Background: an optimization exercise with open tools, aiming at small area. Do not read the settings as production practice. Function was checked by simulation only, so behaviour that the tests miss may differ from the original. Power and IR drop assume default switching activity.

==> flow/design.v <==
module tomasuloCore
(
   input  logic        Clock,
   input  logic        rst,
   input  logic        progWrite,
   input  logic [5:0]  progAddr,
   input  logic [15:0] progWord,
   input  logic        start,
   input  logic [6:0]  progLength,
   input  logic [3:0]  regAddr,
   output logic [15:0] regData,
   output logic        done
);
   logic        running;
   logic [3:0]  wOp;
   logic        wValid;
   logic        wSwap;
   logic [13:0] wWord;
   assign wOp    = progWord[15:12];
   assign wValid = (wOp == 4'd1) || (wOp == 4'd2) || (wOp == 4'd3) || (wOp == 4'd4);
   assign wSwap  = (progWord[7:4] == 4'hf) && (progWord[3:0] == 4'h0);
   always_comb
   begin
      wWord = {2'(wOp - 4'd1), progWord[11:0]};
      if (!wValid)
         wWord = {2'd0, progWord[11:8], 4'hf, 4'h0};
      else if (wSwap && (wOp == 4'd1))
         wWord = {2'd0, progWord[11:8], 4'h0, 4'hf};
   end
   logic [5:0]  ringAddr;
   logic [5:0]  wPlace;
   logic [7:0]  wLo, wHi;
   logic [13:0] ring [0:63];
   assign wPlace = ringAddr - progAddr;    
   assign wLo    = 8'd1 << wPlace[2:0];
   assign wHi    = (8'd1 << wPlace[5:3]) & {8{progWrite}};
   for (genvar p = 0; p < 64; p++)
   begin : g_place
      logic [13:0] fromPrev;
      logic [13:0] fromLoad;
      logic [13:0] nextBits;
      assign fromPrev = ring[(p + 63) % 64];
      assign fromLoad = (p % 2) ? wWord : ~wWord;
      logic sel, selN;
      assign sel  = wHi[p / 8] && wLo[p % 8];
      assign selN = !(wHi[p / 8] && wLo[p % 8]);
      for (genvar b = 0; b < 14; b++)
      begin : g_bit
         oai22 u_oai (
            .a1(fromPrev[b]), .a2(sel), .b1(fromLoad[b]), .b2(selN),
            .y(nextBits[b])
         );
      end
      always_ff @(posedge Clock)
         ring[p] <= nextBits;
   end
   always_ff @(posedge Clock)
   begin
      if (rst)
         ringAddr <= 6'd0;
      else
         ringAddr <= ringAddr + 6'd1;
   end
   logic [6:0]  fetchAddr;
   logic [6:0]  progLen;
   logic [13:0] ir;
   logic        irValid;
   logic        finish;
   logic        grab;
   logic        atHalf;
   logic [6:0]  fetchNext;
   assign fetchNext = fetchAddr + 7'd1;
   assign atHalf    = ringAddr[5] ^ fetchNext[5];
   assign grab      = running && !initBusy && (fetchAddr != progLen)
                      && (ringAddr[4:0] == fetchNext[4:0]) && (!irValid || finish);
   always_ff @(posedge Clock)
   begin
      if (grab)
         ir <= atHalf ? ring[32] : ring[0];
   end
   logic [1:0]  code;
   logic [3:0]  dest, srcJ, srcK;
   logic        isNop, isAddSub, isSub, isMul, isDiv;
   logic        phase;           
   logic        wb;              
   logic [3:0]  step;
   logic        last;
   logic        initBusy;
   assign code     = ir[13:12];
   assign dest     = ir[11:8];
   assign srcJ     = ir[7:4];
   assign srcK     = ir[3:0];
   assign isNop    = (code == 2'd0) && (srcJ == 4'hf) && (srcK == 4'h0);
   assign isAddSub = !code[1];
   assign isSub    = (code == 2'd1);
   assign isMul    = (code == 2'd2);
   assign isDiv    = (code == 2'd3);
   assign last     = (isAddSub && !wb) || (step == 4'd15);
   assign finish   = irValid && (phase ? (wb && last) : isNop);
   logic [3:0]  ph;
   assign ph = ringAddr[3:0];
   logic [15:0] ring16 [0:15];
   logic [3:0]  rAddr;
   logic [15:0] rLine;
   logic [15:0] raw;
   logic [15:0] port;
   logic [15:0] result;
   logic        wbit;
   logic [3:0]  phLine;
   assign rAddr   = running ? (phase ? srcK : srcJ) : regAddr;
   assign rLine   = 16'd1 << rAddr;
   for (genvar b = 0; b < 16; b++)
   begin : g_read
      logic [5:0] term;
      for (genvar g = 0; g < 5; g++)
      begin : g_grp
         aoi222 u_aoi (
            .a1(rLine[3*g]),   .b1(ring16[3*g][b]),
            .a2(rLine[3*g+1]), .b2(ring16[3*g+1][b]),
            .a3(rLine[3*g+2]), .b3(ring16[3*g+2][b]),
            .y(term[g])
         );
      end
      assign term[5] = !(rLine[15] && ring16[15][b]);
      assign raw[b]  = !(&term);
   end
   assign port    = (({raw, raw} << ph) >> 16);    
   assign regData = port;
   assign wbit   = result[ph];
   assign phLine = 4'd1 << ph[1:0];
   for (genvar i = 0; i < 16; i++)
   begin : g_reg
      logic resetBit;
      logic ins;
      assign resetBit = (ph[3:2] == 2'd0) && |(phLine & 4'(i));    
      assign ins = (initBusy || rst) ? resetBit
                 : ((irValid && wb && (dest == 4'(i))) ? wbit : ring16[i][0]);
      always_ff @(posedge Clock)
         ring16[i] <= {ins, ring16[i][15:1]};
   end
   always_ff @(posedge Clock)
   begin
      if (rst)
         initBusy <= 1'b1;
      else if (ph == 4'd15)
         initBusy <= 1'b0;
   end
   logic [15:0] acc, sh;
   logic [16:0] x;
   logic        subMode;
   logic [17:0] sum;
   logic        q;
   logic        take;
   logic [15:0] accNext;
   assign x       = {acc, sh[15] & !isMul};
   assign subMode = isSub || isDiv;
   assign sum     = {1'b0, x} + {1'b0, subMode ? ~{1'b0, port} : {1'b0, port}} + {17'd0, subMode};
   assign q       = sum[17];                          
   assign take    = isAddSub || (isMul ? sh[15] : q);
   assign accNext = take ? sum[15:0] : x[15:0];
   assign result  = isDiv ? sh : acc;
   always_ff @(posedge Clock)
   begin
      if (!phase)
      begin
         acc  <= isAddSub ? {1'b0, port[15:1]} : 16'd0;
         sh   <= {isAddSub ? port[0] : port[15], port[14:0]};
      end
      else if (!wb)
      begin
         acc  <= accNext;
         sh   <= {sh[14:0], q};
      end
   end
   always_ff @(posedge Clock)
   begin
      if (!phase || (last && !wb))
         step <= 4'd0;
      else
         step <= step + 4'd1;
   end
   always_ff @(posedge Clock)
   begin
      if (rst)
      begin
         running  <= 1'b0;
         done     <= 1'b0;
         irValid  <= 1'b0;
         phase    <= 1'b0;
         wb       <= 1'b0;
      end
      else if (start)
      begin
         fetchAddr <= 7'd0;
         progLen   <= progLength;
         running   <= 1'b1;
         done      <= 1'b0;
         irValid   <= 1'b0;
         phase     <= 1'b0;
         wb        <= 1'b0;
      end
      else if (running)
      begin
         if (grab)
            fetchAddr <= fetchNext;
         irValid  <= grab || (irValid && !finish);
         if (finish)
         begin
            phase <= 1'b0;
            wb    <= 1'b0;
         end
         else if (irValid && !phase)
            phase <= 1'b1;
         else if (irValid && last)
            wb    <= 1'b1;
         if ((fetchAddr == progLen) && !irValid && !initBusy)
         begin
            running <= 1'b0;
            done    <= 1'b1;
         end
      end
   end
endmodule
module aoi222
(
   input  logic a1, b1, a2, b2, a3, b3,
   output logic y
);
   assign y = !((a1 && b1) || (a2 && b2) || (a3 && b3));
endmodule
module oai22
(
   input  logic a1, a2, b1, b2,
   output logic y
);
   assign y = !((a1 || a2) && (b1 || b2));
endmodule
clock: 30.0 ns
lec_check: 0
cap_margin: 10
core_margin: 2
core_utilization: 75
cts_buf_list: sky130_fd_sc_hd__clkbuf_8
cts_cluster_diameter: 60
cts_cluster_size: 20
gpl_timing_driven: 0
slew_margin: 10
synth_hierarchical: 1
run.sh (not shown) runs the stock make flow with config.mk's settings and CLKGATE_MAP_FILE= SYNTH_SCRIPT=/design/flow/synth_recipe.tcl, a recipe that flattens the netlist after the stock synthesis.
Edit:
Settings changed: CAP_MARGIN 10 to 0, SLEW_MARGIN 10 to 0.
Now the flow reached the layout checks and failed them: capacitance limit, slew limit.
Die area does not change.
Cell area shrinks by 0.69%.
Area after synthesis stays the same.
Combinational power shrinks by about 0.8%.

==> re-timing with driven ports <==
Ports are ideal in the flow. The routed layouts listed here were re-timed in OpenROAD.
Step 1 (the two cells are an assumption about what drives the block):
set clk [get_ports {Clock}]
set_driving_cell -lib_cell sky130_fd_sc_hd__clkbuf_16 $clk
set_driving_cell -lib_cell sky130_fd_sc_hd__buf_2 [delete_from_list [all_inputs] $clk]
Step 2 also shifts input and output timing later by t, the mid clock arrival at the registers, as if the neighbouring blocks saw the same clock.
Three values: ideal, step 1, step 2; two values: the first two.
run | t (ns) | slack for setup (ns) | hold WS [ns] | latest minus earliest clock arrival (ns)
the first run | 0.766 | 12.859 / 12.833 / 12.833 | 0.333 / 0.333 / 0.333 | 0.056 / 0.056
the second run | 0.763 | 12.882 / 12.856 / 12.856 | 0.341 / 0.341 / 0.341 | 0.058 / 0.058
